From an optimization exercise on the open Yosys and OpenROAD flow, aimed at small area, a short achievable clock period and few clock cycles per item; shortcuts taken in it are not production practice.
At most, simulation tests tie the RTL to the original design; equivalence was not proved.
Function not checked in runs 4 and 5: the RTL went through the layout flow alone.
No activity file was given, so power comes from the tool's default toggle rates.

==> flow/design.v <==
package rsa_pkg;
  localparam int OPERAND_WIDTH = 32;
  localparam int EXP_BITS = 16;
  localparam int ACC_WIDTH = OPERAND_WIDTH + 2;
  localparam logic [1:0] OP_NOP = 2'd0;
  localparam logic [1:0] OP_EXP = 2'd1;
  localparam logic [2:0] PARAM_MODULUS = 3'd0;
  localparam logic [2:0] PARAM_R_MOD_N = 3'd1;
  localparam logic [2:0] PARAM_BASE = 3'd2;
  localparam logic [2:0] PARAM_R2_MOD_N = 3'd3;
  localparam logic [2:0] PARAM_EXPONENT = 3'd4;
endpackage
`timescale 1ns/1ps
import rsa_pkg::*;
module montgomery_mult (
  input  logic                     clk,
  input  logic                     clear,
  input  logic                     iterate,
  input  logic                     load_sub,
  input  logic [1:0]               a_bits,
  input  logic [OPERAND_WIDTH-1:0] b,
  input  logic [OPERAND_WIDTH-1:0] modulus,
  output logic [ACC_WIDTH-1:0]     sum,
  output logic [OPERAND_WIDTH-1:0] held
);
  logic [ACC_WIDTH-1:0] s_q;
  logic [ACC_WIDTH-1:0] c_q;
  logic [ACC_WIDTH-1:0] s_mid;
  logic [ACC_WIDTH-1:0] c_mid;
  logic [ACC_WIDTH-1:0] s_nxt;
  logic [ACC_WIDTH-1:0] c_nxt;
  logic [ACC_WIDTH-1:0] neg_n;
  function automatic logic [2*ACC_WIDTH-1:0] mont_step(
    input logic [ACC_WIDTH-1:0]     s_in,
    input logic [ACC_WIDTH-1:0]     c_in,
    input logic                     a_bit,
    input logic [OPERAND_WIDTH-1:0] b_in,
    input logic [OPERAND_WIDTH-1:0] n_in
  );
    logic [ACC_WIDTH-1:0] p;
    logic [ACC_WIDTH-1:0] m;
    logic [ACC_WIDTH-1:0] s1;
    logic [ACC_WIDTH-1:0] c1;
    logic [ACC_WIDTH-1:0] s2;
    logic [ACC_WIDTH-1:0] c2;
    logic                 q;
    p  = a_bit ? {2'b00, b_in} : '0;
    q  = s_in[0] ^ c_in[0] ^ p[0];
    m  = q ? {2'b00, n_in} : '0;
    s1 = s_in ^ c_in ^ p;
    c1 = {(s_in[ACC_WIDTH-2:0] & c_in[ACC_WIDTH-2:0]) |
          (s_in[ACC_WIDTH-2:0] & p[ACC_WIDTH-2:0]) |
          (c_in[ACC_WIDTH-2:0] & p[ACC_WIDTH-2:0]), 1'b0};
    s2 = s1 ^ c1 ^ m;
    c2 = {(s1[ACC_WIDTH-2:0] & c1[ACC_WIDTH-2:0]) |
          (s1[ACC_WIDTH-2:0] & m[ACC_WIDTH-2:0]) |
          (c1[ACC_WIDTH-2:0] & m[ACC_WIDTH-2:0]), 1'b0};
    mont_step = {1'b0, s2[ACC_WIDTH-1:1], 1'b0, c2[ACC_WIDTH-1:1]};
  endfunction
  assign {s_mid, c_mid} = mont_step(s_q, c_q, a_bits[0], b, modulus);
  assign {s_nxt, c_nxt} = mont_step(s_mid, c_mid, a_bits[1], b, modulus);
  assign neg_n = {2'b11, ~modulus[OPERAND_WIDTH-1:1], 1'b1};
  assign sum  = s_q + c_q;
  assign held = s_q[OPERAND_WIDTH-1:0];
  always_ff @(posedge clk) begin
    if (clear) begin
      s_q <= '0;
      c_q <= '0;
    end else if (load_sub) begin
      s_q <= sum;
      c_q <= neg_n;
    end else if (iterate) begin
      s_q <= s_nxt;
      c_q <= c_nxt;
    end
  end
endmodule
`timescale 1ns/1ps
import rsa_pkg::*;
module rsa_cmd_decode (
  input  logic                     clk,
  input  logic                     param_valid,
  input  logic [2:0]               param_sel,
  input  logic [OPERAND_WIDTH-1:0] param_data,
  input  logic                     cmd_valid,
  input  logic [1:0]               cmd_op,
  input  logic                     busy,
  output logic                     exp_fire,
  output logic [OPERAND_WIDTH-1:0] modulus,
  output logic [OPERAND_WIDTH-1:0] base,
  output logic [OPERAND_WIDTH-1:0] r2_mod_n,
  output logic [EXP_BITS-1:0]      exponent
);
  logic param_fire;
  assign param_fire = param_valid & ~busy;
  assign exp_fire   = cmd_valid & ~busy & (cmd_op == OP_EXP);
  always_ff @(posedge clk) begin
    if (param_fire) begin
      case (param_sel)
        PARAM_MODULUS:  modulus  <= param_data;
        PARAM_BASE:     base     <= param_data;
        PARAM_R2_MOD_N: r2_mod_n <= param_data;
        PARAM_EXPONENT: exponent <= param_data[EXP_BITS-1:0];
        default: begin
        end
      endcase
    end
  end
endmodule
`timescale 1ns/1ps
import rsa_pkg::*;
module rsa_modexp (
  input  logic                     clk,
  input  logic                     resetn,
  input  logic                     exp_fire,
  input  logic [OPERAND_WIDTH-1:0] modulus,
  input  logic [OPERAND_WIDTH-1:0] base,
  input  logic [OPERAND_WIDTH-1:0] r2_mod_n,
  input  logic [EXP_BITS-1:0]      exponent,
  output logic                     exp_done,
  output logic [OPERAND_WIDTH-1:0] exp_result
);
  logic                     ph_init;
  logic                     ph_iter;
  logic                     ph_res;
  logic                     ph_sub;
  logic [3:0]               it_cnt;
  logic [4:0]               rnd;
  logic                     last_rnd;
  logic                     conv_rnd;
  logic                     e_bit;
  logic [OPERAND_WIDTH-1:0] sq;
  logic [OPERAND_WIDTH-1:0] acc;
  logic [1:0]               a_bits;
  logic [1:0]               a_next;
  logic [OPERAND_WIDTH-1:0] a_src;
  logic [ACC_WIDTH-1:0]     sq_sum;
  logic [ACC_WIDTH-1:0]     acc_sum;
  logic [OPERAND_WIDTH-1:0] sq_red;
  logic [OPERAND_WIDTH-1:0] acc_red;
  logic                     mm_clear;
  logic [OPERAND_WIDTH-1:0] sq_held;
  logic [OPERAND_WIDTH-1:0] acc_held;
  assign conv_rnd = (rnd == 5'd0);
  assign last_rnd = (rnd == 5'd16);
  assign e_bit    = exponent[rnd[3:0] - 4'd1];
  always_ff @(posedge clk) begin
    if (!resetn) begin
      ph_init  <= 1'b0;
      ph_iter  <= 1'b0;
      ph_res   <= 1'b0;
      ph_sub   <= 1'b0;
    end else begin
      ph_init  <= exp_fire;
      ph_res   <= ph_iter & (it_cnt == 4'd15);
      ph_sub   <= ph_res;
      if (ph_init | (ph_sub & ~last_rnd)) begin
        ph_iter <= 1'b1;
      end else if (it_cnt == 4'd15) begin
        ph_iter <= 1'b0;
      end
    end
  end
  always_ff @(posedge clk) begin
    if (ph_init) begin
      rnd <= '0;
    end else if (ph_sub) begin
      rnd <= rnd + 5'd1;
    end
    if (ph_iter) begin
      it_cnt <= it_cnt + 4'd1;
    end else begin
      it_cnt <= '0;
    end
  end
  assign a_src  = conv_rnd ? base : sq;
  assign a_next = a_src[{it_cnt + 4'd1, 1'b0} +: 2];
  assign sq_red  = sq_sum[ACC_WIDTH-1]  ? sq_held  : sq_sum[OPERAND_WIDTH-1:0];
  assign acc_red = acc_sum[ACC_WIDTH-1] ? acc_held : acc_sum[OPERAND_WIDTH-1:0];
  always_ff @(posedge clk) begin
    if (ph_init) begin
      a_bits <= base[1:0];
    end else if (ph_sub) begin
      a_bits <= sq_red[1:0];
    end else begin
      a_bits <= a_next;
    end
  end
  always_ff @(posedge clk) begin
    if (ph_init) begin
      sq  <= r2_mod_n;
      acc <= {{(OPERAND_WIDTH-1){1'b0}}, |modulus[OPERAND_WIDTH-1:1]};
    end else if (ph_sub) begin
      sq <= sq_red;
      if (!conv_rnd && e_bit) begin
        acc <= acc_red;
      end
    end
  end
  assign exp_result = acc;
  assign exp_done   = ph_sub & last_rnd;
  assign mm_clear   = ph_init | ph_sub;
  montgomery_mult mult_sq (
    .clk      (clk),
    .clear    (mm_clear),
    .iterate  (ph_iter),
    .load_sub (ph_res),
    .a_bits   (a_bits),
    .b        (sq),
    .modulus  (modulus),
    .sum      (sq_sum),
    .held     (sq_held)
  );
  montgomery_mult mult_acc (
    .clk      (clk),
    .clear    (mm_clear),
    .iterate  (ph_iter),
    .load_sub (ph_res),
    .a_bits   (a_bits),
    .b        (acc),
    .modulus  (modulus),
    .sum      (acc_sum),
    .held     (acc_held)
  );
endmodule
`timescale 1ns/1ps
import rsa_pkg::*;
module rsa_result (
  input  logic clk,
  input  logic resetn,
  input  logic exp_fire,
  input  logic exp_done,
  input  logic result_ready,
  output logic result_valid,
  output logic busy
);
  always_ff @(posedge clk) begin
    if (!resetn) begin
      busy         <= 1'b0;
      result_valid <= 1'b0;
    end else begin
      if (exp_fire) begin
        busy <= 1'b1;
      end else if (result_valid && result_ready) begin
        busy <= 1'b0;
      end
      if (exp_done) begin
        result_valid <= 1'b1;
      end else if (result_ready) begin
        result_valid <= 1'b0;
      end
    end
  end
endmodule
`timescale 1ns/1ps
import rsa_pkg::*;
module rsa_top (
  input  logic                     clk,
  input  logic                     resetn,
  input  logic                     param_valid,
  input  logic [2:0]               param_sel,
  input  logic [OPERAND_WIDTH-1:0] param_data,
  output logic                     param_ready,
  input  logic                     cmd_valid,
  input  logic [1:0]               cmd_op,
  output logic                     cmd_ready,
  output logic                     result_valid,
  output logic [OPERAND_WIDTH-1:0] result_data,
  input  logic                     result_ready,
  output logic                     busy
);
  logic                     exp_fire;
  logic [OPERAND_WIDTH-1:0] modulus;
  logic [OPERAND_WIDTH-1:0] base;
  logic [OPERAND_WIDTH-1:0] r2_mod_n;
  logic [EXP_BITS-1:0]      exponent;
  logic                     exp_done;
  assign param_ready = ~busy;
  assign cmd_ready   = ~busy;
  rsa_cmd_decode rsa_cmd_decode_inst (
    .clk         (clk),
    .param_valid (param_valid),
    .param_sel   (param_sel),
    .param_data  (param_data),
    .cmd_valid   (cmd_valid),
    .cmd_op      (cmd_op),
    .busy        (busy),
    .exp_fire    (exp_fire),
    .modulus     (modulus),
    .base        (base),
    .r2_mod_n    (r2_mod_n),
    .exponent    (exponent)
  );
  rsa_modexp rsa_modexp_inst (
    .clk        (clk),
    .resetn     (resetn),
    .exp_fire   (exp_fire),
    .modulus    (modulus),
    .base       (base),
    .r2_mod_n   (r2_mod_n),
    .exponent   (exponent),
    .exp_done   (exp_done),
    .exp_result (result_data)
  );
  rsa_result rsa_result_inst (
    .clk          (clk),
    .resetn       (resetn),
    .exp_fire     (exp_fire),
    .exp_done     (exp_done),
    .result_ready (result_ready),
    .result_valid (result_valid),
    .busy         (busy)
  );
endmodule
==> flow/run.sh <==
#!/bin/bash
# synth_recipe.tcl (not shown) runs the flow's synth.tcl, then flattens the netlist and writes it again
# the make line also repeats each setting of config.mk as NAME=value (left out here)
make -C /OpenROAD-flow-scripts/flow DESIGN_CONFIG=/design/flow/config.mk WORK_HOME=/design/flow/orfs CLKGATE_MAP_FILE= SYNTH_SCRIPT=/design/flow/synth_recipe.tcl finish
==> flow/config.mk <==
export PLATFORM = sky130hd
export DESIGN_NAME = rsa_top
export DESIGN_NICKNAME = rsa_top
export VERILOG_FILES = /design/flow/design.v
export SDC_FILE = /design/flow/constraint.sdc
export NUM_CORES = 4
export LEC_CHECK = 0
export ABC_CLOCK_PERIOD_IN_PS = 3000
export CAP_MARGIN = 20
export CORE_MARGIN = 2
export CORE_UTILIZATION = 60
export CTS_BUF_LIST = sky130_fd_sc_hd__clkbuf_8
export CTS_CLUSTER_SIZE = 30
export SETUP_SLACK_MARGIN = 5
export SLEW_MARGIN = 20
==> flow/constraint.sdc <==
create_clock -name core_clock -period 8.0 [get_ports {clk}]
set_input_delay 1.6000 -clock core_clock [delete_from_list [all_inputs] [get_ports {clk}]]
set_output_delay 1.6000 -clock core_clock [all_outputs]
set_load 0.01 [all_outputs]
==> results of run 1 <==
power by group through the flow:
stage	registers, mW	logic (mW)	clock network, mW
CTS	2.49	7.96	1.61
floorplan	2.38	4.73	0
global route	2.59	9.81	1.67
detailed placement	2.51	6.04	0
global placement	2.51	5.77	0
finish	2.54	8.85	1.59
per-layer routing:
layer / vias to the layer above / share of wire (%) / global-route usage (%)
met5: - / 0 / 0
met4: 0 / 3.7 / 12.97
met3: 174 / 8.8 / 5.555
met2: 935 / 47 / 56.27
met1: 9948 / 41 / 49.03
li1: 8671 / - / -
sequential cells by signal, summed over array words and instances (netlist names):
name and count:
rsa_modexp_inst.mult_acc.s_q 34, rsa_modexp_inst.mult_sq.c_q 34, rsa_modexp_inst.mult_sq.s_q 34, rsa_modexp_inst.mult_acc.c_q 33
rsa_cmd_decode_inst.base 32, rsa_cmd_decode_inst.modulus 32, rsa_cmd_decode_inst.r2_mod_n 32, rsa_modexp_inst.acc 32
rsa_modexp_inst.sq 32, rsa_cmd_decode_inst.exponent 16, rsa_modexp_inst.rnd 5, rsa_modexp_inst.it_cnt 4
rsa_modexp_inst.a_bits 2, rsa_modexp_inst.ph_init 1, rsa_modexp_inst.ph_iter 1, rsa_modexp_inst.ph_res 1
rsa_modexp_inst.ph_sub 1, rsa_result_inst.busy 1, rsa_result_inst.result_valid 1
metrics by stage:
step | hold WS [ns] | worst slack [ns] | std cells | cell area, µm² | total power, mW
finish | 0.4970 | 4.057 | 3173 | 30260 | 12.98
global route | 0.5207 | 3.957 | 3171 | 30260 | 14.07
CTS | 0.4914 | 4.091 | 3133 | 28950 | 12.05
detailed placement | 0.4804 | 2.935 | 2975 | 26170 | 8.553
global placement | 0.4693 | 3.008 | 2975 | 26170 | 8.280
floorplan | 0.4596 | 4.343 | 2481 | 25220 | 7.109
cell families (layout without fill, tap and decap cells):
logic type      Yosys count  count (layout)  share of synthesized area [%]
fa+ha+maj               329             329                          24.10
xor+xnor                 68              68                          2.413
other cells               0               2                              0
mux                     155             155                          7.348
buf+inv                 450             608                          7.063
compound gates          527             527                          14.48
simple gates            624             624                          12.52
flops                   328             328                          32.08
worst reg2reg max path, cell delays in order, from the launching register on:
cell and delay, ns:
dfxtp_4 0.37, buf_6 0.13, nand2_4 0.05, fa_1 0.55, nand2b_4 0.14, fa_1 0.44, fa_4 0.84, buf_6 0.12
buf_12 0.17, nor2b_4 0.08, fa_2 0.55, nand2_1 0.05, o211a_1 0.18, a211oi_2 0.18
final timing paths:
check,end,slack [ns],cells after the start,start
max,rsa_modexp_inst.mult_acc.s_q[22],4.06,13,rsa_modexp_inst.a_bits[0]
min,rsa_modexp_inst.mult_sq.s_q[33],0.50,2,rsa_modexp_inst.mult_sq.s_q[33]
max reg2reg,rsa_modexp_inst.mult_acc.s_q[22],4.06,13,rsa_modexp_inst.a_bits[0]
min reg2reg,rsa_modexp_inst.mult_sq.s_q[33],0.50,2,rsa_modexp_inst.mult_sq.s_q[33]
final cells by class:
| cell class | instances | area (µm²) |
|---|---|---|
| repair buffers | 185 | 2195 |
| well taps | 532 | 665.6 |
| flip-flops and latches | 328 | 8083 |
| fillers | 2926 | 10750 |
| clock buffers | 70 | 963.4 |
| multi-input cells | 1703 | 16950 |
| inverters | 315 | 1192 |
| clock inverters | 38 | 210.2 |
| diodes | 2 | 5.005 |
layout by cell type (no fill, tap or decap), types with 21 or more instances in the layout:
master / Yosys / routed
inv_1: 314 / 330
nand2_1: 198 / 190
fa_1: 254 / 185
edfxtp_1: 145 / 145
dfxtp_1: 183 / 141
mux2i_1: 125 / 122
a21oi_1: 122 / 104
nor2_1: 101 / 97
o21ai_0: 84 / 71
clkbuf_8: 0 / 70
nand2b_1: 72 / 67
fa_2: 0 / 67
and2_1: 66 / 64
nor2b_4: 0 / 61
a21boi_1: 0 / 59
buf_4: 5 / 51
clkdlybuf4s50_1: 0 / 41
ha_1: 75 / 38
dfxtp_2: 0 / 37
xnor2_1: 39 / 34
a211oi_1: 59 / 32
dlygate4sd2_1: 0 / 31
o211a_1: 30 / 30
a211oi_2: 6 / 29
xor2_1: 28 / 27
and3_1: 27 / 27
nand3_1: 27 / 26
ha_4: 0 / 25
a21o_1: 25 / 24
mux4_2: 22 / 22
buf_12: 0 / 22
a311oi_1: 23 / 21
repair_timing:
item,4_1_cts,5_1_grt
setup buffers,41,34
hold buffers,0,0
endpoints found under the setup margin,242,199
cloned,9,4
hold endpoints to repair,0,0
pin swaps,114,99
resized for setup,355,226
==> reports/metrics.cfg, run 1 <==
[setup_path]
path_buf_inv = 3
critPathMaxFanout = 8
path_cells = buf_6 > nand2_4 > fa_1 > nand2b_4 > fa_1 > fa_4 > buf_6 > buf_12 > nor2b_4 > fa_2 > nand2_1 > o211a_1 > a211oi_2
crit_type = reg2reg
required_ns = 8.61
worst_path_dominant_cell_family = adder cells
start_kind = register
end_kind = register
slowest_stage = fa_4
cp_data_arrival_time_ns = 4.55
critical_path.max_stage_delay_ns = 0.84

[clock_network]
cts.sinks = 328
cts_tree = built
htree_levels = 2
ctsLongestPathBuffers = 3
clk_latency_ns = 0.70
clk_pin_slew_ns = 0.07
numCtsBuffers = 57
root_buffer = clkbuf_8

[die]
rows = 74
dieWidth_um = 208.1
io-pin-count = 78
dieArea_mm2 = 0.04331
start_util_pct = 60.94
die_h_um = 208.1
core_mm2 = 0.04102

[power]
switching_power_mw = 5.867
seqPwrFrac_pct = 19.6
clock_power_share_pct = 12.2
swShare_pct = 45.20
comb_power_share_pct = 68.2
p_int_mw = 7.115
p_per_area_mw_per_mm2 = 429.0
power_leakage_nw = 12.43
vdd_drop_max_mv = 0.3675

[placed_design]
port_buffers = 77
gp_congestion = 0.9072
hpwlAfterDp_mm = 48.94

[detailed_routing]
firstDrtPassIters = 5
wire_per_inst_um = 24.45
wirelength_mm = 77.57
drc = 0
dr.first_iter.drc_count = 2030
vias = 19728
antenna_left = 0
vias_per_cell = 6.217

[yosys]
yosysSeqAreaShare_pct = 32.08
synth-async-reset-ratio_pct = 0
yosysMostFrequentCell = inv_1
syn-num-nets = 2852
synth-main-ff-cell = dfxtp_1
synth-seq-cells = 328
synthTopCellsByArea = fa_1 20%, edfxtp_1 17%, dfxtp_1 15%, mux2i_1 5.0%, inv_1 4.7%
ys_warn_count = 4
yosysTopAreaCell = fa_1
syn_avg_cell_area_um2 = 10.07
synth_edf_count = 145
synth_top_area_share_pct = 20.34
synth_commonest_cells = 314 x inv_1, 254 x fa_1, 198 x nand2_1, 183 x dfxtp_1, 145 x edfxtp_1
yosysUniqueCellTypes = 76
syn_inst = 2481
synth_area_mm2 = 0.02500

[sta]
tightest_slew_ns = 1.052
clock_skew_ns = 0.03824
period_share_pct = 49.28
hold_viol = 0
relSlewSlack_pct = 29.86
rsz0062_at_grt = true
slew_viol_final = 0
max_freq_ghz = 0.2536
setup_viol = 0
fin_crit_ns = 3.943
final.setup.tns_ns = 0

[global_routing]
antenna_found_initial = 3
grt_usage_pct = 35.24
grt_pass1_wl_mm = 115.7
grt_pass1_vias = 19757
overflow = 0
grt_max_degree = 88

[layout]
fin_nets = 2961
drive_above_1_share_pct = 21.86
postLayoutCoreUtil_pct = 73.78
area_growth_pct = 21.08

[flow_run]
drv_cap = 0

[run_status]
status = complete, no violations

[min_path]
hp-class = reg2reg

Testbench counts, summed over its fixed seeds: cycles 40,192, items 128.
==> run 2: changes to the inputs <==
==> flow/config.mk (replaced) <==
export PLATFORM = sky130hd
export DESIGN_NAME = rsa_top
export DESIGN_NICKNAME = rsa_top
export VERILOG_FILES = /design/flow/design.v
export SDC_FILE = /design/flow/constraint.sdc
export NUM_CORES = 4
export LEC_CHECK = 0
export CAP_MARGIN = 20
export CORE_MARGIN = 2
export CORE_UTILIZATION = 40
export SETUP_SLACK_MARGIN = 5
export SLEW_MARGIN = 20
==> run 2 against run 1 <==
Still clean on timing, DRC and antenna. Design area rose by 0.95%. Synthesized cell count did not move. Sequential power barely moved. Total power grew 0.61%. Critical path depth did not move. Clock power rose by 13%. Critical endpoint is now rsa_modexp_inst.mult_sq.s_q[20]. Largest cell class unchanged.
==> reports/metrics.cfg, run 2 <==
[run_status]
status = complete, no violations  ; unchanged

[detailed_routing]
vias = 19249  ; was 19.73k
drc = 0  ; unchanged
firstDrtPassIters = 5  ; unchanged
wirelength_mm = 79.32  ; was 77.57 mm
vias_per_cell = 5.591  ; was 6.217
dr.first_iter.drc_count = 1450  ; was 2030
wire_per_inst_um = 23.04  ; was 24.45 µm
antenna_left = 0  ; unchanged

[yosys]
synth-main-ff-cell = dfxtp_1  ; unchanged
yosysTopAreaCell = fa_1  ; unchanged
syn_inst = 2481  ; unchanged
synthTopCellsByArea = fa_1 20%, edfxtp_1 17%, dfxtp_1 15%, mux2i_1 5.0%, inv_1 4.7%  ; unchanged
synth_area_mm2 = 0.02500  ; unchanged
syn_avg_cell_area_um2 = 10.07  ; unchanged
synth_top_area_share_pct = 20.34  ; unchanged
yosysMostFrequentCell = inv_1  ; unchanged
synth-seq-cells = 328  ; unchanged
synth_commonest_cells = 314 x inv_1, 254 x fa_1, 198 x nand2_1, 183 x dfxtp_1, 145 x edfxtp_1  ; unchanged
ys_warn_count = 4  ; unchanged
syn-num-nets = 2852  ; unchanged
synth_edf_count = 145  ; unchanged
yosysUniqueCellTypes = 76  ; unchanged
yosysSeqAreaShare_pct = 32.08  ; unchanged
synth-async-reset-ratio_pct = 0  ; unchanged

[clock_network]
clk_pin_slew_ns = 0.06  ; was 0.07 ns
htree_levels = 2  ; unchanged
cts_tree = built  ; unchanged
ctsLongestPathBuffers = 3  ; unchanged
cts.sinks = 328  ; unchanged
numCtsBuffers = 40  ; was 57
hold_buffers = 0  ; unchanged
root_buffer = clkbuf_16  ; was clkbuf_8
clk_latency_ns = 0.58  ; was 0.70 ns

[sta]
setup_viol = 0  ; unchanged
rsz0062_at_grt = true  ; unchanged
slew_viol_final = 0  ; unchanged
period_share_pct = 50.40  ; was 49.28%
relSlewSlack_pct = 23.44  ; was 29.86%
clock_skew_ns = 0.02312  ; was 0.03824 ns
tightest_slew_ns = 1.148  ; was 1.052 ns
hold_viol = 0  ; unchanged
max_freq_ghz = 0.2480  ; was 0.2536 GHz
fin_crit_ns = 4.032  ; was 3.943 ns
final.setup.tns_ns = 0  ; unchanged

[die]
dieArea_mm2 = 0.06450  ; was 0.04331 mm²
core_mm2 = 0.06171  ; was 0.04102 mm²
dieWidth_um = 254.0  ; was 208.1 µm
start_util_pct = 40.50  ; was 60.94%
rows = 91  ; was 74
io-pin-count = 78  ; unchanged
die_h_um = 254.0  ; was 208.1 µm

[placed_design]
hpwlAfterDp_mm = 51.44  ; was 48.94 mm
port_buffers = 77  ; unchanged
gp_congestion = 0.9439  ; was 0.9072

[setup_path]
crit_type = reg2reg  ; unchanged
ff2ff_path_depth = 13  ; unchanged
regToRegEndpoint = rsa_modexp_inst.mult_sq.s_q[20]  ; was rsa_modexp_inst.mult_acc.s_q[22]
cp_data_arrival_time_ns = 4.52  ; was 4.55 ns
r2r_setup_slack_ns = 3.97  ; was 4.06 ns
r2r_start = rsa_modexp_inst.sq[0]  ; was rsa_modexp_inst.a_bits[0]
critPathMaxFanout = 7  ; was 8
required_ns = 8.48  ; was 8.61 ns
start_kind = register  ; unchanged
end_kind = register  ; unchanged

[power]
power_leakage_nw = 12.33  ; was 12.43 nW
p_per_area_mw_per_mm2 = 427.5  ; was 429.0 mW/mm²
vdd_drop_max_mv = 0.3888  ; was 0.3675 mV
power_mw = 13.06  ; was 12.98 mW

[global_routing]
grt_pass1_vias = 19903  ; was 19.76k
antenna_found_initial = 4  ; was 3
grt_pass1_wl_mm = 120.1  ; was 115.7 mm
overflow = 0  ; unchanged
grt_usage_pct = 24.82  ; was 35.24%
grt_max_degree = 156  ; was 88

[flow_run]
drv_cap = 0  ; unchanged

[min_path]
min_from = rsa_modexp_inst.mult_sq.s_q[33]  ; unchanged
worst_hold_path.num_cells = 2  ; unchanged
hold_path_end = rsa_modexp_inst.mult_sq.s_q[33]  ; unchanged
hp-class = reg2reg  ; unchanged

[layout]
largestRegisters = rsa_modexp_inst.mult_acc.s_q (34), rsa_modexp_inst.mult_sq.c_q (34), rsa_modexp_inst.mult_sq.s_q (34)  ; unchanged
drive_above_1_share_pct = 20.08  ; was 21.86%
area_growth_pct = 22.23  ; was 21.08%
final_common_cell = inv_1  ; unchanged
fillers = 5636  ; was 2926
layout_common_cells = 309 x inv_1, 195 x nand2_1, 181 x fa_1  ; was 330 x inv_1, 190 x nand2_1, 185 x fa_1
fin_nets = 2944  ; was 2961

## run 2: cell count changes in the layout (fill, tap and decap cells not counted), sizes merged
cell / before / now
buf: 104 / 103
bufbuf: 1 / 4
bufinv: 1 / 2
clkbuf: 75 / 49
clkdlybuf4s15: 3 / 0
clkinv: 15 / 22
clkinvlp: 2 / 3
dlygate4sd2: 31 / 35
inv: 335 / 314
## run 2: layout make-up
cell class | count | area [µm²] | share of cell area (%)
Multi-Input combinational cell | 1703 | 16740 | 54.78
Sequential cell | 328 | 8070 | 26.41
Timing Repair Buffer | 185 | 2222 | 7.273
Inverter | 315 | 1192 | 3.903
Clock buffer | 47 | 1057 | 3.461
Tap cell | 837 | 1047 | 3.428
Clock inverter | 26 | 221.5 | 0.7249
Antenna cell | 2 | 5.005 | 0.01638
## run 2: repair_timing
action,4_1_cts,5_1_grt
gates resized for setup,377,146
pin swaps,130,73
setup endpoints to repair,241,212
buffers inserted,47,26
gates cloned,12,2
## run 2: power breakdown
| group | switching, mW | internal, mW |
|---|---|---|
| combinational | 4.65 | 4.09 |
| clock | 0.787 | 1.02 |
| sequential | 0.414 | 2.10 |
## run 2: worst max-delay path by stage
stage | start | end | slack [ns] | cells after the start
after floorplan | rsa_modexp_inst.a_bits[0] | rsa_modexp_inst.mult_acc.s_q[28] | 4.34 | 14
after global placement | rsa_modexp_inst.a_bits[0] | rsa_modexp_inst.mult_acc.s_q[0] | 2.85 | 12
after detailed placement | rsa_modexp_inst.a_bits[0] | rsa_modexp_inst.mult_acc.s_q[22] | 2.74 | 11
after CTS | rsa_modexp_inst.sq[0] | rsa_modexp_inst.mult_sq.s_q[27] | 3.98 | 12
after global routing | rsa_modexp_inst.a_bits[0] | rsa_modexp_inst.mult_acc.s_q[3] | 3.87 | 13
final | rsa_modexp_inst.sq[0] | rsa_modexp_inst.mult_sq.s_q[20] | 3.97 | 13
## run 2: cells by family after synthesis
logic type,count (synthesis),share of synthesized area (%)
adder cells (fa/ha/maj),329,24.10
buffers and inverters,450,7.063
AND/OR/NAND/NOR,624,12.52
AO/OA/AOI/OAI,527,14.48
XOR/XNOR,68,2.413
multiplexers,155,7.348
flip-flops,328,32.08
## run 2: routing by layer
metal  up-vias  share of wire (%)  track usage, %
met3       167                6.9           4.077
met2       720                 46           40.34
met5         -                  0               0
met1      9737                 43           33.48
li1       8625                  -               -
met4         0                3.6           8.824
## run 2: worst max-delay path, stage by stage (launching register included)
cell and delay [ns]:
edfxtp_1 0.46, nand2_2 0.11, fa_2 0.48, buf_12 0.15, nand2b_4 0.13, fa_1 0.46
fa_4 0.85, buf_6 0.13, buf_12 0.16, buf_12 0.14, nor2b_4 0.04, fa_2 0.53
mux2i_1 0.07, a211oi_1 0.22
## run 2: stage by stage
stage,instance area [µm²],setup slack (ns),hold slack (ns),util (%),instances
after global placement,26570,2.852,0.4705,43.06,3281
after global routing,30550,3.875,0.5044,49.50,3442
after detailed placement,26570,2.745,0.4797,43.06,3281
final,30550,3.968,0.4868,49.51,3443
after CTS,29670,3.982,0.4870,48.08,3413
after floorplan,25220,4.343,0.4596,-,2481
==> run 3: changes to the inputs <==
--- a/flow/config.mk
+++ b/flow/config.mk
@@ -9,4 +9,3 @@
 export CORE_MARGIN = 2
 export CORE_UTILIZATION = 40
-export SETUP_SLACK_MARGIN = 5
 export SLEW_MARGIN = 20
==> run 3 against run 2 <==
Non-clock buffer count down 87. Global-route usage fell by 2.4 points. Still clean on timing, DRC and antenna. Critical path depth down 2. Wire length fell by 11%. Highest routed layer unchanged. Total power is 20% lower. Largest power group unchanged.
==> reports/metrics.cfg, run 3 <==
[yosys]
yosysUniqueCellTypes = 76  ; unchanged
synthTopCellsByArea = fa_1 20%, edfxtp_1 17%, dfxtp_1 15%, mux2i_1 5.0%, inv_1 4.7%  ; unchanged
synth_edf_count = 145  ; unchanged
yosysMostFrequentCell = inv_1  ; unchanged
synth-seq-cells = 328  ; unchanged
yosysSeqAreaShare_pct = 32.08  ; unchanged
yosysTopAreaCell = fa_1  ; unchanged
syn-num-nets = 2852  ; unchanged
syn_avg_cell_area_um2 = 10.07  ; unchanged
synth-main-ff-cell = dfxtp_1  ; unchanged
synth_commonest_cells = 314 x inv_1, 254 x fa_1, 198 x nand2_1, 183 x dfxtp_1, 145 x edfxtp_1  ; unchanged
synth_area_mm2 = 0.02500  ; unchanged
synth-async-reset-ratio_pct = 0  ; unchanged
syn_inst = 2481  ; unchanged
synth_top_area_share_pct = 20.34  ; unchanged
ys_warn_count = 4  ; unchanged

[setup_path]
crit_type = reg2reg  ; unchanged
end_kind = register  ; unchanged
ff2ff_path_depth = 11  ; was 13
r2r_setup_slack_ns = 3.12  ; was 3.97 ns
required_ns = 8.49  ; was 8.48 ns
cp_data_arrival_time_ns = 5.37  ; was 4.52 ns
critPathMaxFanout = 32  ; was 7
start_kind = register  ; unchanged

[layout]
postLayoutCoreUtil_pct = 45.21  ; was 49.51%
layout_common_cells = 312 x inv_1, 252 x fa_1, 198 x nand2_1  ; was 309 x inv_1, 195 x nand2_1, 181 x fa_1
largestRegisters = rsa_modexp_inst.mult_acc.s_q (34), rsa_modexp_inst.mult_sq.c_q (34), rsa_modexp_inst.mult_sq.s_q (34)  ; unchanged
fin_nets = 2857  ; was 2944
final_common_cell = inv_1  ; unchanged
design_area_mm2 = 0.02790  ; was 0.03055 mm²
drive_above_1_share_pct = 6.277  ; was 20.08%
area_growth_pct = 11.61  ; was 22.23%

[power]
power_leakage_nw = 11.22  ; was 12.33 nW
power_mw = 10.42  ; was 13.06 mW
p_per_area_mw_per_mm2 = 373.3  ; was 427.5 mW/mm²
vdd_drop_max_mv = 0.3426  ; was 0.3888 mV

[flow_run]
drv_cap = 0  ; unchanged

[die]
dieWidth_um = 254.0  ; unchanged
io-pin-count = 78  ; unchanged
rows = 91  ; unchanged
start_util_pct = 40.50  ; unchanged
dieArea_mm2 = 0.06450  ; unchanged
die_h_um = 254.0  ; unchanged
core_mm2 = 0.06171  ; unchanged

[sta]
tightest_slew_ns = 1.059  ; was 1.148 ns
slew_viol_final = 0  ; unchanged
clock_skew_ns = 0.02558  ; was 0.02312 ns
max_freq_ghz = 0.2048  ; was 0.2480 GHz
relSlewSlack_pct = 29.43  ; was 23.44%
whs_ns = 0.4884  ; was 0.4868 ns
final.setup.tns_ns = 0  ; unchanged
hold_viol = 0  ; unchanged
period_share_pct = 61.03  ; was 50.40%
rsz0062_at_grt = false  ; was true
setup_viol = 0  ; unchanged
fin_crit_ns = 4.883  ; was 4.032 ns

[detailed_routing]
vias = 18211  ; was 19.25k
wirelength_mm = 70.55  ; was 79.32 mm
vias_per_cell = 5.425  ; was 5.591
dr.first_iter.drc_count = 1353  ; was 1450
wl_met1_mm = 32.14  ; was 34.23 mm
wl_met3_mm = 4.248  ; was 5.506 mm
firstDrtPassIters = 6  ; was 5
top_layer = met4  ; unchanged
wl_met2_mm = 32.70  ; was 36.77 mm
drc = 0  ; unchanged
wire_per_inst_um = 21.02  ; was 23.04 µm
antenna_left = 0  ; unchanged

[global_routing]
grt_pass1_wl_mm = 110.2  ; was 120.1 mm
grt_max_degree = 143  ; was 156
overflow = 0  ; unchanged
grt_pass1_vias = 18965  ; was 19.90k
antenna_found_initial = 2  ; was 4
grt_usage_pct = 22.39  ; was 24.82%

[clock_network]
ctsLongestPathBuffers = 3  ; unchanged
clk_latency_ns = 0.58  ; about the same
clk_pin_slew_ns = 0.06  ; about the same
root_buffer = clkbuf_16  ; unchanged
postCtsSetupRepairBufs = 0  ; was 47
cts_tree = built  ; unchanged
hold_buffers = 0  ; unchanged
cts.sinks = 328  ; unchanged
htree_levels = 2  ; unchanged
numCtsBuffers = 40  ; unchanged
cts-resized-gates = 0  ; was 377

[placed_design]
port_buffers = 77  ; unchanged
gp_congestion = 0.9780  ; was 0.9439
hpwlAfterDp_mm = 51.10  ; was 51.44 mm
placed_area_mm2 = 0.02647  ; was 0.02657 mm²

[min_path]
worst_hold_path.num_cells = 2  ; unchanged
hp-class = reg2reg  ; unchanged

[run_status]
status = complete, no violations  ; unchanged

==> run 3: power by group <==
| part | switching, mW | internal [mW] | total, mW |
|---|---|---|---|
| sequential | 0.386 | 2.09 | 2.48 |
| combinational | 3.47 | 2.47 | 5.95 |
| clock | 0.784 | 1.20 | 1.99 |
| total | 4.64 | 5.77 | 10.4 |
==> run 3: area by class of cell <==
class                   count  area, µm²
multi-input cells        1703      15260
clock buffers              53       1141
inverters                 315       1187
fillers                  5855      33810
clock inverters            20      276.5
flip-flops and latches    328       8029
well taps                 837       1047
diodes                      3      7.507
repair buffers             98      953.4
==> run 3: metal layers <==
metal | global-route usage (%) | vias to the layer above
li1 | - | 8440
met3 | 3.370 | 98
met1 | 31.26 | 9176
met2 | 36.55 | 497
met4 | 5.462 | 0
met5 | 0 | -
==> run 3: cells by family after synthesis <==
logic type / share of synthesized area, %
flip-flops: 32.08
adder cells (fa/ha/maj): 24.10
AO/OA/AOI/OAI: 14.48
XOR/XNOR: 2.413
buffers and inverters: 7.063
AND/OR/NAND/NOR: 12.52
multiplexers: 7.348
==> run 3: path summary, 6_finish.rpt <==
kind | from | to
worst max register to register | rsa_modexp_inst.a_bits[0] | rsa_modexp_inst.mult_sq.s_q[27]
worst max-delay path | rsa_modexp_inst.a_bits[0] | rsa_modexp_inst.mult_sq.s_q[27]
worst min-delay path | rsa_modexp_inst.mult_sq.s_q[33] | rsa_modexp_inst.mult_sq.s_q[33]
worst min register to register | rsa_modexp_inst.mult_sq.s_q[33] | rsa_modexp_inst.mult_sq.s_q[33]
==> run 3: through the flow <==
stage          instances  setup WS [ns]
6_report            3357          3.117
5_1_grt             3354          2.871
4_1_cts             3354          3.128
3_5_place_dp        3281          3.156
3_3_place_gp        3281          3.240
2_1_floorplan       2481          2.666
==> run 3: worst max-delay path: stages (launching register included) <==
cell and delay, ns:
dfxtp_2 0.73, nand2_1 0.15, fa_1 0.50, buf_4 0.37, nand2b_1 0.19, fa_1 0.43
fa_2 1.21, nor2b_1 0.18, fa_1 0.57, nand2_1 0.05, o211a_1 0.17, a211oi_1 0.21
==> run 4: changes to the inputs <==
--- a/flow/design.v
+++ b/flow/design.v
@@ -15,8 +15,10 @@
 module montgomery_mult (
   input  logic                     clk,
-  input  logic                     clear,
-  input  logic                     iterate,
-  input  logic                     load_sub,
-  input  logic [1:0]               a_bits,
+  input  logic                     clear,      
+  input  logic                     load_sub,   
+  input  logic [1:0]               a_bits,     
+  input  logic [1:0]               a_next,     
+  input  logic [1:0]               b_first,    
+  input  logic [1:0]               a_first,    
   input  logic [OPERAND_WIDTH-1:0] b,
   input  logic [OPERAND_WIDTH-1:0] modulus,
@@ -24,53 +26,63 @@
   output logic [OPERAND_WIDTH-1:0] held
 );
+  localparam int TW = ACC_WIDTH + 2;   
   logic [ACC_WIDTH-1:0] s_q;
   logic [ACC_WIDTH-1:0] c_q;
-  logic [ACC_WIDTH-1:0] s_mid;
-  logic [ACC_WIDTH-1:0] c_mid;
-  logic [ACC_WIDTH-1:0] s_nxt;
-  logic [ACC_WIDTH-1:0] c_nxt;
+  logic                 cin_q;
+  logic [1:0]           q_q;
+  logic [TW-1:0]        pp0;
+  logic [TW-1:0]        pp1;
+  logic [TW-1:0]        mm0;
+  logic [TW-1:0]        mm1;
+  logic [TW-1:0]        xs1, xc1, xs2, xc2, xs3, xc3, xs4, xc4;
   logic [ACC_WIDTH-1:0] neg_n;
-  function automatic logic [2*ACC_WIDTH-1:0] mont_step(
-    input logic [ACC_WIDTH-1:0]     s_in,
-    input logic [ACC_WIDTH-1:0]     c_in,
-    input logic                     a_bit,
-    input logic [OPERAND_WIDTH-1:0] b_in,
-    input logic [OPERAND_WIDTH-1:0] n_in
-  );
-    logic [ACC_WIDTH-1:0] p;
-    logic [ACC_WIDTH-1:0] m;
-    logic [ACC_WIDTH-1:0] s1;
-    logic [ACC_WIDTH-1:0] c1;
-    logic [ACC_WIDTH-1:0] s2;
-    logic [ACC_WIDTH-1:0] c2;
-    logic                 q;
-    p  = a_bit ? {2'b00, b_in} : '0;
-    q  = s_in[0] ^ c_in[0] ^ p[0];
-    m  = q ? {2'b00, n_in} : '0;
-    s1 = s_in ^ c_in ^ p;
-    c1 = {(s_in[ACC_WIDTH-2:0] & c_in[ACC_WIDTH-2:0]) |
-          (s_in[ACC_WIDTH-2:0] & p[ACC_WIDTH-2:0]) |
-          (c_in[ACC_WIDTH-2:0] & p[ACC_WIDTH-2:0]), 1'b0};
-    s2 = s1 ^ c1 ^ m;
-    c2 = {(s1[ACC_WIDTH-2:0] & c1[ACC_WIDTH-2:0]) |
-          (s1[ACC_WIDTH-2:0] & m[ACC_WIDTH-2:0]) |
-          (c1[ACC_WIDTH-2:0] & m[ACC_WIDTH-2:0]), 1'b0};
-    mont_step = {1'b0, s2[ACC_WIDTH-1:1], 1'b0, c2[ACC_WIDTH-1:1]};
+  logic [3:0]           low_t;
+  logic [1:0]           q_pred;
+  logic [1:0]           q_init;
+  function automatic logic [TW-1:0] maj3(input logic [TW-1:0] x, input logic [TW-1:0] y,
+                                         input logic [TW-1:0] z);
+    maj3 = (x & y) | (x & z) | (y & z);
+  endfunction
+  function automatic logic [1:0] q_digit(input logic [1:0] t, input logic [1:0] a,
+                                         input logic [1:0] bl, input logic [1:0] nl);
+    logic [1:0] u;
+    u = t + (a[0] ? bl : 2'b00) + (a[1] ? {bl[0], 1'b0} : 2'b00);
+    q_digit = {u[1] ^ (u[0] & ~nl[1]), u[0]};
   endfunction
-  assign {s_mid, c_mid} = mont_step(s_q, c_q, a_bits[0], b, modulus);
-  assign {s_nxt, c_nxt} = mont_step(s_mid, c_mid, a_bits[1], b, modulus);
+  assign pp0 = a_bits[0] ? TW'(b)               : '0;
+  assign pp1 = a_bits[1] ? TW'({b, 1'b0})       : '0;
+  assign mm0 = q_q[0]    ? TW'(modulus)         : '0;
+  assign mm1 = q_q[1]    ? TW'({modulus, 1'b0}) : '0;
+  assign xs1 = TW'(s_q) ^ TW'(c_q) ^ pp0;
+  assign xc1 = {maj3(TW'(s_q), TW'(c_q), pp0), cin_q};
+  assign xs2 = pp1 ^ mm0 ^ mm1;
+  assign xc2 = {maj3(pp1, mm0, mm1), 1'b0};
+  assign xs3 = xs1 ^ xc1 ^ xs2;
+  assign xc3 = {maj3(xs1, xc1, xs2), 1'b0};
+  assign xs4 = xs3 ^ xc3 ^ xc2;
+  assign xc4 = {maj3(xs3, xc3, xc2), 1'b0};
+  assign low_t  = s_q[3:0] + c_q[3:0] + {3'b000, cin_q} + pp0[3:0] + pp1[3:0]
+                + mm0[3:0] + mm1[3:0];
+  assign q_pred = q_digit(low_t[3:2], a_next, b[1:0], modulus[1:0]);
+  assign q_init = q_digit(2'b00, a_first, b_first, modulus[1:0]);
   assign neg_n = {2'b11, ~modulus[OPERAND_WIDTH-1:1], 1'b1};
-  assign sum  = s_q + c_q;
+  assign sum  = s_q + c_q + {{(ACC_WIDTH-1){1'b0}}, cin_q};
   assign held = s_q[OPERAND_WIDTH-1:0];
   always_ff @(posedge clk) begin
     if (clear) begin
-      s_q <= '0;
-      c_q <= '0;
+      s_q   <= '0;
+      c_q   <= '0;
+      cin_q <= 1'b0;
+      q_q   <= q_init;
     end else if (load_sub) begin
-      s_q <= sum;
-      c_q <= neg_n;
-    end else if (iterate) begin
-      s_q <= s_nxt;
-      c_q <= c_nxt;
+      s_q   <= sum;
+      c_q   <= neg_n;
+      cin_q <= 1'b0;
+      q_q   <= q_pred;
+    end else begin
+      s_q   <= xs4[TW-1:2];
+      c_q   <= xc4[TW-1:2];
+      cin_q <= xs4[1];
+      q_q   <= q_pred;
     end
   end
@@ -140,4 +152,8 @@
   logic [OPERAND_WIDTH-1:0] acc_red;
   logic                     mm_clear;
+  logic                     acc_take;
+  logic [1:0]               a_first;
+  logic [1:0]               sq_first;
+  logic [1:0]               acc_first;
   logic [OPERAND_WIDTH-1:0] sq_held;
   logic [OPERAND_WIDTH-1:0] acc_held;
@@ -178,9 +194,11 @@
   assign sq_red  = sq_sum[ACC_WIDTH-1]  ? sq_held  : sq_sum[OPERAND_WIDTH-1:0];
   assign acc_red = acc_sum[ACC_WIDTH-1] ? acc_held : acc_sum[OPERAND_WIDTH-1:0];
+  assign acc_take  = !conv_rnd && e_bit;
+  assign a_first   = ph_init ? base[1:0] : sq_red[1:0];
+  assign sq_first  = ph_init ? r2_mod_n[1:0] : sq_red[1:0];
+  assign acc_first = acc_take ? acc_red[1:0] : acc[1:0];
   always_ff @(posedge clk) begin
-    if (ph_init) begin
-      a_bits <= base[1:0];
-    end else if (ph_sub) begin
-      a_bits <= sq_red[1:0];
+    if (ph_init | ph_sub) begin
+      a_bits <= a_first;
     end else begin
       a_bits <= a_next;
@@ -193,5 +211,5 @@
     end else if (ph_sub) begin
       sq <= sq_red;
-      if (!conv_rnd && e_bit) begin
+      if (acc_take) begin
         acc <= acc_red;
       end
@@ -204,7 +222,9 @@
     .clk      (clk),
     .clear    (mm_clear),
-    .iterate  (ph_iter),
     .load_sub (ph_res),
     .a_bits   (a_bits),
+    .a_next   (a_next),
+    .b_first  (sq_first),
+    .a_first  (a_first),
     .b        (sq),
     .modulus  (modulus),
@@ -215,7 +235,9 @@
     .clk      (clk),
     .clear    (mm_clear),
-    .iterate  (ph_iter),
     .load_sub (ph_res),
     .a_bits   (a_bits),
+    .a_next   (a_next),
+    .b_first  (acc_first),
+    .a_first  (a_first),
     .b        (acc),
     .modulus  (modulus),
==> run 4 against run 3 <==
Flip-flop and latch count up 7. Critical path type unchanged. Synthesized cell count down 1.0%. Core utilization up 0.068 points.
==> reports/metrics.cfg, run 4 <==
[run_status]
status = complete, no violations  ; unchanged

[clock_network]
cts-resized-gates = 0  ; unchanged
postCtsSetupRepairBufs = 0  ; unchanged
clk_pin_slew_ns = 0.06  ; about the same
numCtsBuffers = 40  ; unchanged
cts_tree = built  ; unchanged
clk_latency_ns = 0.57  ; was 0.58 ns
ctsLongestPathBuffers = 3  ; unchanged
hold_buffers = 0  ; unchanged
htree_levels = 2  ; unchanged
cts.sinks = 335  ; was 328
root_buffer = clkbuf_16  ; unchanged

[die]
die_h_um = 252.0  ; was 254.0 µm
core_mm2 = 0.06058  ; was 0.06171 mm²
io-pin-count = 78  ; unchanged
dieArea_mm2 = 0.06349  ; was 0.06450 mm²
dieWidth_um = 252.0  ; was 254.0 µm
start_util_pct = 40.60  ; was 40.50%
rows = 90  ; was 91

[yosys]
yosysMostFrequentCell = inv_1  ; unchanged
synth-seq-cells = 335  ; was 328
yosys.area_share.xor_xnor_pct = 2.671  ; was 2.413%
synthAdderAreaFrac_pct = 26.06  ; was 24.10%
synth_area_mm2 = 0.02459  ; was 0.02500 mm²
synthSimpleGateAreaFrac_pct = 15.11  ; was 12.52%
synthTopCellsByArea = fa_1 22%, edfxtp_1 18%, dfxtp_1 15%, inv_1 5.3%, and2_1 5.1%  ; was fa_1 20%, edfxtp_1 17%, dfxtp_1 15%, mux2i_1 5.0%, inv_1 4.7%
synth_mux_area_share_pct = 6.135  ; was 7.348%
ys_warn_count = 4  ; unchanged
yosysUniqueCellTypes = 88  ; was 76
syn_avg_cell_area_um2 = 10.02  ; was 10.07 µm²
synth_top_family_by_area = adder cells  ; unchanged
synth_compound_area_share_pct = 9.661  ; was 14.48%
syn-num-nets = 2848  ; was 2852
synth-async-reset-ratio_pct = 0  ; unchanged
synth_top_area_share_pct = 21.65  ; was 20.34%
yosysTopAreaCell = fa_1  ; unchanged
synth-main-ff-cell = dfxtp_1  ; unchanged
yosysSeqAreaShare_pct = 33.17  ; was 32.08%
synth_commonest_cells = 350 x inv_1, 266 x fa_1, 204 x nand2_1, 201 x and2_1, 190 x dfxtp_1  ; was 314 x inv_1, 254 x fa_1, 198 x nand2_1, 183 x dfxtp_1, 145 x edfxtp_1
syn_inst = 2455  ; was 2481
synth_edf_count = 145  ; unchanged

[detailed_routing]
wirelength_mm = 67.96  ; was 70.55 mm
wl_met3_mm = 4.271  ; was 4.248 mm
wl_met1_mm = 30.13  ; was 32.14 mm
wire_per_inst_um = 20.53  ; was 21.02 µm
dr.first_iter.drc_count = 1198  ; was 1353
firstDrtPassIters = 5  ; was 6
top_layer = met4  ; unchanged
vias = 17666  ; was 18.21k
drc = 0  ; unchanged
vias_per_cell = 5.337  ; was 5.425
wl_met2_mm = 31.78  ; was 32.70 mm
antenna_left = 0  ; unchanged

[setup_path]
path_cells = inv_1 > ha_1 > nand2_1 > nor2_2 > buf_4 > mux4_2 > mux4_2 > mux2i_1 > nor2b_1 > ha_1 > xor2_1 > xnor2_1 > xnor2_1 > xnor2_1 > xnor2_1 > xnor2_1 > a32oi_1 > o311ai_0  ; was nand2_1 > fa_1 > buf_4 > nand2b_1 > fa_1 > fa_2 > nor2b_1 > fa_1 > nand2_1 > o211a_1 > a211oi_1
start_kind = register  ; unchanged
worst_path_most_repeated_cell = xnor2_1  ; was fa_1
critPathMaxFanout = 17  ; was 32
crit_type = reg2reg  ; unchanged
critical_path.max_stage_delay_ns = 0.56  ; was 1.21 ns
required_ns = 8.43  ; was 8.49 ns
cp_data_arrival_time_ns = 4.95  ; was 5.37 ns
slowest_stage = mux4_2  ; was fa_2
end_kind = register  ; unchanged

[layout]
design_area_mm2 = 0.02743  ; was 0.02790 mm²
final_common_cell = inv_1  ; unchanged
drive_above_1_share_pct = 6.257  ; was 6.277%
area_growth_pct = 11.52  ; was 11.61%
fin_nets = 2886  ; was 2857
fillers = 5688  ; was 5855
postLayoutCoreUtil_pct = 45.27  ; was 45.21%
layout_common_cells = 348 x inv_1, 266 x fa_1, 204 x nand2_1  ; was 312 x inv_1, 252 x fa_1, 198 x nand2_1

[placed_design]
port_buffers = 77  ; unchanged
placed_area_mm2 = 0.02610  ; was 0.02647 mm²
gp_congestion = 0.8529  ; was 0.9780
post-place-ws_ns = 3.466  ; was 3.156 ns
hpwlAfterDp_mm = 48.76  ; was 51.10 mm

[global_routing]
grt_pass1_wl_mm = 107.4  ; was 110.2 mm
overflow = 0  ; unchanged
antenna_found_initial = 5  ; was 2
grt_max_degree = 103  ; was 143
grt_usage_pct = 21.94  ; was 22.39%
grt_pass1_vias = 18830  ; was 18.97k

[sta]
tightest_slew_ns = 1.040  ; was 1.059 ns
clock_skew_ns = 0.01530  ; was 0.02558 ns
period_share_pct = 56.56  ; was 61.03%
timing.final.ws_setup_ns = 3.475  ; was 3.117 ns
rsz0062_at_grt = false  ; unchanged
fin_crit_ns = 4.525  ; was 4.883 ns
slew_viol_final = 0  ; unchanged
relSlewSlack_pct = 30.67  ; was 29.43%
whs_ns = 0.4973  ; was 0.4884 ns
max_freq_ghz = 0.2210  ; was 0.2048 GHz
setup_viol = 0  ; unchanged
hold_viol = 0  ; unchanged
final.setup.tns_ns = 0  ; unchanged

[power]
vdd_drop_max_mv = 0.2398  ; was 0.3426 mV
p_per_area_mw_per_mm2 = 433.2  ; was 373.3 mW/mm²
power_leakage_nw = 11.41  ; was 11.22 nW

[flow_run]
drv_cap = 0  ; unchanged

[min_path]
hp-class = reg2reg  ; unchanged

==> run 4: cell types whose count changed after synthesis, moves of 33 or more <==
cell      change
and2_1      +135
nor2_1       +82
a21boi_0     -58
nor2b_1      -56
inv_1        +36
mux2i_1      -33
==> run 4: stage by stage <==
| step | power [mW] | cells |
|---|---|---|
| finish | 11.88 | 3310 |
| global placement | 9.772 | 3233 |
| detailed placement | 10.02 | 3233 |
| floorplan | 8.239 | 2455 |
| global route | 13.11 | 3307 |
| CTS | 11.97 | 3307 |
==> run 4: final timing paths <==
path / end / cells after the start / startpoint / slack (ns)
worst min register to register: rsa_modexp_inst.ph_res / 2 / rsa_modexp_inst.ph_iter / 0.50
worst min-delay path: rsa_modexp_inst.ph_res / 2 / rsa_modexp_inst.ph_iter / 0.50
worst max-delay path: rsa_modexp_inst.mult_sq.q_q[1] / 18 / rsa_modexp_inst.rnd[0] / 3.47
worst max register to register: rsa_modexp_inst.mult_sq.q_q[1] / 18 / rsa_modexp_inst.rnd[0] / 3.47
==> run 4: logic make-up after synthesis <==
| logic type | Yosys count |
|---|---|
| AOI/OAI and AO/OA | 367 |
| xor gates and xnor gates | 75 |
| adders and majority gates | 353 |
| buffers and inverters | 454 |
| DFF | 335 |
| muxes | 119 |
| and+or+nand+nor | 752 |
==> run 4: where the power goes <==
part | switching (mW) | total (mW) | internal, mW | leakage [nW]
Clock | 0.795 | 1.87 | 1.07 | 0.635
Combinational | 4.15 | 7.43 | 3.28 | 7.89
Sequential | 0.290 | 2.58 | 2.29 | 2.89
Total | 5.24 | 11.9 | 6.64 | 11.4
==> run 4: area by class of cell <==
class	count	area (µm²)	share of cell area [%]
multi-input combinational	1666	14690	53.57
sequential	335	8170	29.79
inverter	352	1326	4.835
clock buffer	54	1135	4.137
tap	782	978.4	3.567
timing repair buffer	98	928.4	3.385
clock inverter	20	190.2	0.6934
antenna	3	7.507	0.02737
==> run 4: worst max-delay path, delay by kind of cell, from the launching register on <==
family / cells / cell delay [ns]
adder cells (fa/ha/maj): 2 / 0.47
buffers and inverters: 2 / 0.39
AND/OR/NAND/NOR: 3 / 0.27
XOR/XNOR: 6 / 0.90
flip-flops: 1 / 0.43
AO/OA/AOI/OAI: 2 / 0.27
multiplexers: 3 / 1.65
==> run 4: layer usage <==
metal	vias up	GRT usage, %
met5	-	0
met4	0	6.593
met3	110	3.693
met2	523	35.77
met1	8886	30.02
li1	8147	-
==> run 5: changes to the inputs <==
--- a/flow/config.mk
+++ b/flow/config.mk
@@ -8,4 +8,7 @@
 export CAP_MARGIN = 20
 export CORE_MARGIN = 2
-export CORE_UTILIZATION = 40
+export CORE_UTILIZATION = 60
+export CTS_BUF_LIST = sky130_fd_sc_hd__clkbuf_8
+export CTS_CLUSTER_SIZE = 30
+export SETUP_SLACK_MARGIN = 5
 export SLEW_MARGIN = 20
==> run 5 against run 4 <==
Clock power shrank about 10%. Non-clock buffer count grew 119. Synthesized cell count is the same. Clock skew grew 0.017 ns. Sequential share of layout area shrank 2.1 points. Largest cell class unchanged. Core utilization grew 28 points. Register-to-register slack gained 0.55 ns. Die area shrank 33%. Final cell count shrank 2.7%. Global-route usage grew 14 points. Critical path type unchanged.
==> reports/metrics.cfg, run 5 <==
[die]
start_util_pct = 60.51  ; was 40.60%
die_h_um = 206.5  ; was 252.0 µm
dieWidth_um = 206.5  ; was 252.0 µm
rows = 74  ; was 90
io-pin-count = 78  ; unchanged
dieArea_mm2 = 0.04263  ; was 0.06349 mm²
core_mm2 = 0.04065  ; was 0.06058 mm²

[placed_design]
dp.cells = 2979  ; was 3233
hpwlAfterDp_mm = 47.17  ; was 48.76 mm
port_buffers = 77  ; unchanged
gp_congestion = 0.9153  ; was 0.8529

[setup_path]
path_depth = 15  ; was 18
required_ns = 8.54  ; was 8.43 ns
crit_type = reg2reg  ; unchanged
slowest_stage = fa_1  ; was mux4_2
worst_path_dominant_cell_family = adder cells  ; was multiplexers
end_kind = register  ; unchanged
critPathMaxFanout = 4  ; was 17
critical_path.max_stage_delay_ns = 0.58  ; was 0.56 ns
path_cells = buf_12 > and2_1 > fa_1 > fa_1 > fa_1 > ha_1 > ha_2 > xor2_2 > xnor2_1 > xnor2_1 > xnor2_1 > xnor2_1 > xnor2_1 > a32oi_1 > o311ai_1  ; was inv_1 > ha_1 > nand2_1 > nor2_2 > buf_4 > mux4_2 > mux4_2 > mux2i_1 > nor2b_1 > ha_1 > xor2_1 > xnor2_1 > xnor2_1 > xnor2_1 > xnor2_1 > xnor2_1 > a32oi_1 > o311ai_0
path_buf_inv = 1  ; was 2
start_kind = register  ; unchanged
cp_data_arrival_time_ns = 4.52  ; was 4.95 ns
ff2ff_path_depth = 15  ; was 18
worst_path_most_repeated_cell = xnor2_1  ; unchanged

[detailed_routing]
vias_per_cell = 5.908  ; was 5.337
firstDrtPassIters = 5  ; unchanged
antenna_left = 0  ; unchanged
wire_per_inst_um = 22.86  ; was 20.53 µm
wirelength_mm = 73.59  ; was 67.96 mm
drc = 0  ; unchanged
vias = 19017  ; was 17.67k
dr.first_iter.drc_count = 1580  ; was 1198

[power]
seqPwrFrac_pct = 19.9  ; was 21.7%
p_int_mw = 7.200  ; was 6.643 mW
vdd_drop_max_mv = 0.2572  ; was 0.2398 mV
p_per_area_mw_per_mm2 = 440.3  ; was 433.2 mW/mm²
power_leakage_nw = 12.59  ; was 11.41 nW
clock_power_share_pct = 12.8  ; was 15.7%
switching_power_mw = 5.884  ; was 5.238 mW
comb_power_share_pct = 67.3  ; was 62.6%
swShare_pct = 44.97  ; was 44.09%

[yosys]
synth-seq-cells = 335  ; unchanged
synthTopCellsByArea = fa_1 22%, edfxtp_1 18%, dfxtp_1 15%, inv_1 5.3%, and2_1 5.1%  ; unchanged
synth_top_area_share_pct = 21.65  ; unchanged
yosysSeqAreaShare_pct = 33.17  ; unchanged
synth_area_mm2 = 0.02459  ; unchanged
syn_inst = 2455  ; unchanged
synth_commonest_cells = 350 x inv_1, 266 x fa_1, 204 x nand2_1, 201 x and2_1, 190 x dfxtp_1  ; unchanged
yosysTopAreaCell = fa_1  ; unchanged
synth-main-ff-cell = dfxtp_1  ; unchanged
syn-num-nets = 2848  ; unchanged
yosysMostFrequentCell = inv_1  ; unchanged
synth-async-reset-ratio_pct = 0  ; unchanged
yosysUniqueCellTypes = 88  ; unchanged
ys_warn_count = 4  ; unchanged
syn_avg_cell_area_um2 = 10.02  ; unchanged
synth_edf_count = 145  ; unchanged

[layout]
final_common_cell = inv_1  ; unchanged
layout_common_cells = 363 x inv_1, 260 x fa_1, 200 x nand2_1  ; was 348 x inv_1, 266 x fa_1, 204 x nand2_1
area_growth_pct = 20.84  ; was 11.52%
fin_cells = 3219  ; was 3310
drive_above_1_share_pct = 19.18  ; was 6.257%
fin_nets = 3031  ; was 2886

[sta]
max_freq_ghz = 0.2515  ; was 0.2210 GHz
fin_crit_ns = 3.977  ; was 4.525 ns
slew_viol_final = 0  ; unchanged
relSlewSlack_pct = 29.34  ; was 30.67%
final.setup.tns_ns = 0  ; unchanged
tightest_slew_ns = 1.060  ; was 1.040 ns
hold_viol = 0  ; unchanged
setup_viol = 0  ; unchanged
period_share_pct = 49.71  ; was 56.56%
clock_skew_ns = 0.03275  ; was 0.01530 ns
rsz0062_at_grt = true  ; was false

[global_routing]
overflow = 0  ; unchanged
grt_usage_pct = 35.49  ; was 21.94%
grt_pass1_wl_mm = 112.8  ; was 107.4 mm
grt_max_degree = 91  ; was 103
antenna_found_initial = 2  ; was 5
grt_pass1_vias = 19504  ; was 18.83k

[run_status]
status = complete, no violations  ; unchanged

[clock_network]
root_buffer = clkbuf_8  ; was clkbuf_16
cts.sinks = 335  ; unchanged
clk_pin_slew_ns = 0.06  ; about the same
hold_buffers = 0  ; unchanged
clk_latency_ns = 0.70  ; was 0.57 ns
ctsLongestPathBuffers = 3  ; unchanged
htree_levels = 2  ; unchanged
cts_tree = built  ; unchanged
numCtsBuffers = 60  ; was 40

[flow_run]
drv_cap = 0  ; unchanged

[min_path]
hp-class = reg2reg  ; unchanged
worst_hold_path.num_cells = 2  ; unchanged

-- run 5: cell types whose count changed in the layout (fill, tap and decap cells not counted), sizes merged, moves of 2 or more --
| cell | previous run | this run |
|---|---|---|
| clkinv | 10 | 13 |
| buf | 21 | 139 |
| clkdlybuf4s50 | 77 | 41 |
| bufbuf | 0 | 2 |
| clkinvlp | 5 | 1 |
| clkdlybuf4s15 | 0 | 6 |
| inv | 355 | 378 |
| dlygate4sd2 | 0 | 28 |
| clkbuf | 54 | 74 |
-- run 5: power by group through the flow --
stage	sequential [mW]	combinational [mW]	clock [mW]
4_1_cts	2.58	8.36	1.70
6_report	2.60	8.80	1.68
3_3_place_gp	2.61	7.21	0
3_5_place_dp	2.62	7.42	0
2_1_floorplan	2.49	5.80	0
5_1_grt	2.63	9.84	1.76
-- run 5: timing repair --
item | 4_1_cts | 5_1_grt
pin swaps | 96 | 55
setup buffers | 86 | 33
gates resized for setup | 315 | 110
setup endpoints to repair | 255 | 130
gates cloned | 10 | 0
-- run 5: kinds of logic (layout without fill, tap and decap cells) --
| logic type | after synthesis | in the layout | synth area share (%) |
|---|---|---|---|
| multiplexers | 119 | 119 | 6.135 |
| buffers and inverters | 454 | 684 | 7.198 |
| XOR/XNOR | 75 | 75 | 2.671 |
| flip-flops | 335 | 335 | 33.17 |
| AND/OR/NAND/NOR | 752 | 752 | 15.11 |
| AO/OA/AOI/OAI | 367 | 367 | 9.661 |
| other | 0 | 2 | 0 |
| adder cells (fa/ha/maj) | 353 | 353 | 26.06 |
-- run 5: through the flow --
| stage | instance area [µm²] | setup WS, ns | util (%) | total power, mW | hold slack (ns) |
|---|---|---|---|---|---|
| floorplan | 24760 | 4.201 | - | 8.284 | 0.4427 |
| global placement | 25850 | 3.459 | 63.59 | 9.825 | 0.4719 |
| detailed placement | 25850 | 3.271 | 63.59 | 10.05 | 0.4723 |
| CTS | 28990 | 4.100 | 71.33 | 12.63 | 0.4934 |
| global route | 29710 | 3.884 | 73.11 | 14.24 | 0.5227 |
| finish | 29720 | 4.023 | 73.12 | 13.08 | 0.4858 |
-- run 5: metal layers --
layer	wire length (µm)	vias up	GRT usage (%)
li1	-	8417	-
met1	30680	9659	48.74
met2	34330	767	56.67
met3	5988	174	6.213
met4	2592	0	13.21
met5	0	-	0
-- run 5: worst paths after layout --
check | from | end | slack, ns
worst max-delay path | rsa_modexp_inst.mult_sq.q_q[1] | rsa_modexp_inst.mult_sq.q_q[1] | 4.02
worst min-delay path | rsa_modexp_inst.ph_iter | rsa_modexp_inst.ph_res | 0.49
worst max register to register | rsa_modexp_inst.mult_sq.q_q[1] | rsa_modexp_inst.mult_sq.q_q[1] | 4.02
worst min register to register | rsa_modexp_inst.ph_iter | rsa_modexp_inst.ph_res | 0.49
-- run 5: tightest hold or removal path: stages, from the launching register on --
cell and delay (ns):
dfxtp_1 0.35, nand2_1 0.07, nor2_1 0.03
-- run 5: layout make-up --
cell class / instances / area (µm²)
multi-input cells: 1666 / 15920
clock buffers: 73 / 1005
fillers: 2971 / 10930
repair inverters: 6 / 126.4
well taps: 532 / 665.6
repair buffers: 217 / 2166
flip-flops and latches: 335 / 8243
clock inverters: 36 / 225.2
diodes: 2 / 5.005
inverters: 352 / 1361

## port drivers added, routing unchanged
The results above use ideal ports. As a check the final layouts listed here were re-extracted and re-timed, cells and wires unchanged.
Step 1: set_driving_cell puts a clkbuf_16 on clk and a buf_2 on each other input, an assumption about the parent block.
Step 2 moves the port delays by t, midway between the first and last clock arrival at a register: inputs arrive t later, outputs are due t later. That takes back most of the time a late clock gives input paths.
Slacks: no drivers / after step 1 / after step 2; pairs: no drivers / after step 1.
run	shift t [ns]	setup slack, ns	worst slew at a driven data input, ns
run 1	0.734	4.057 / 4.057 / 4.057	0.04
run 2	0.629	3.968 / 3.968 / 3.968	0.04
run 3	0.627	3.117 / 3.117 / 3.117	0.05
run 4	0.627	3.475 / 3.475 / 3.475	0.05
run 5	0.738	4.023 / 4.023 / 4.023	0.05
After both steps every run listed still meets setup and hold.
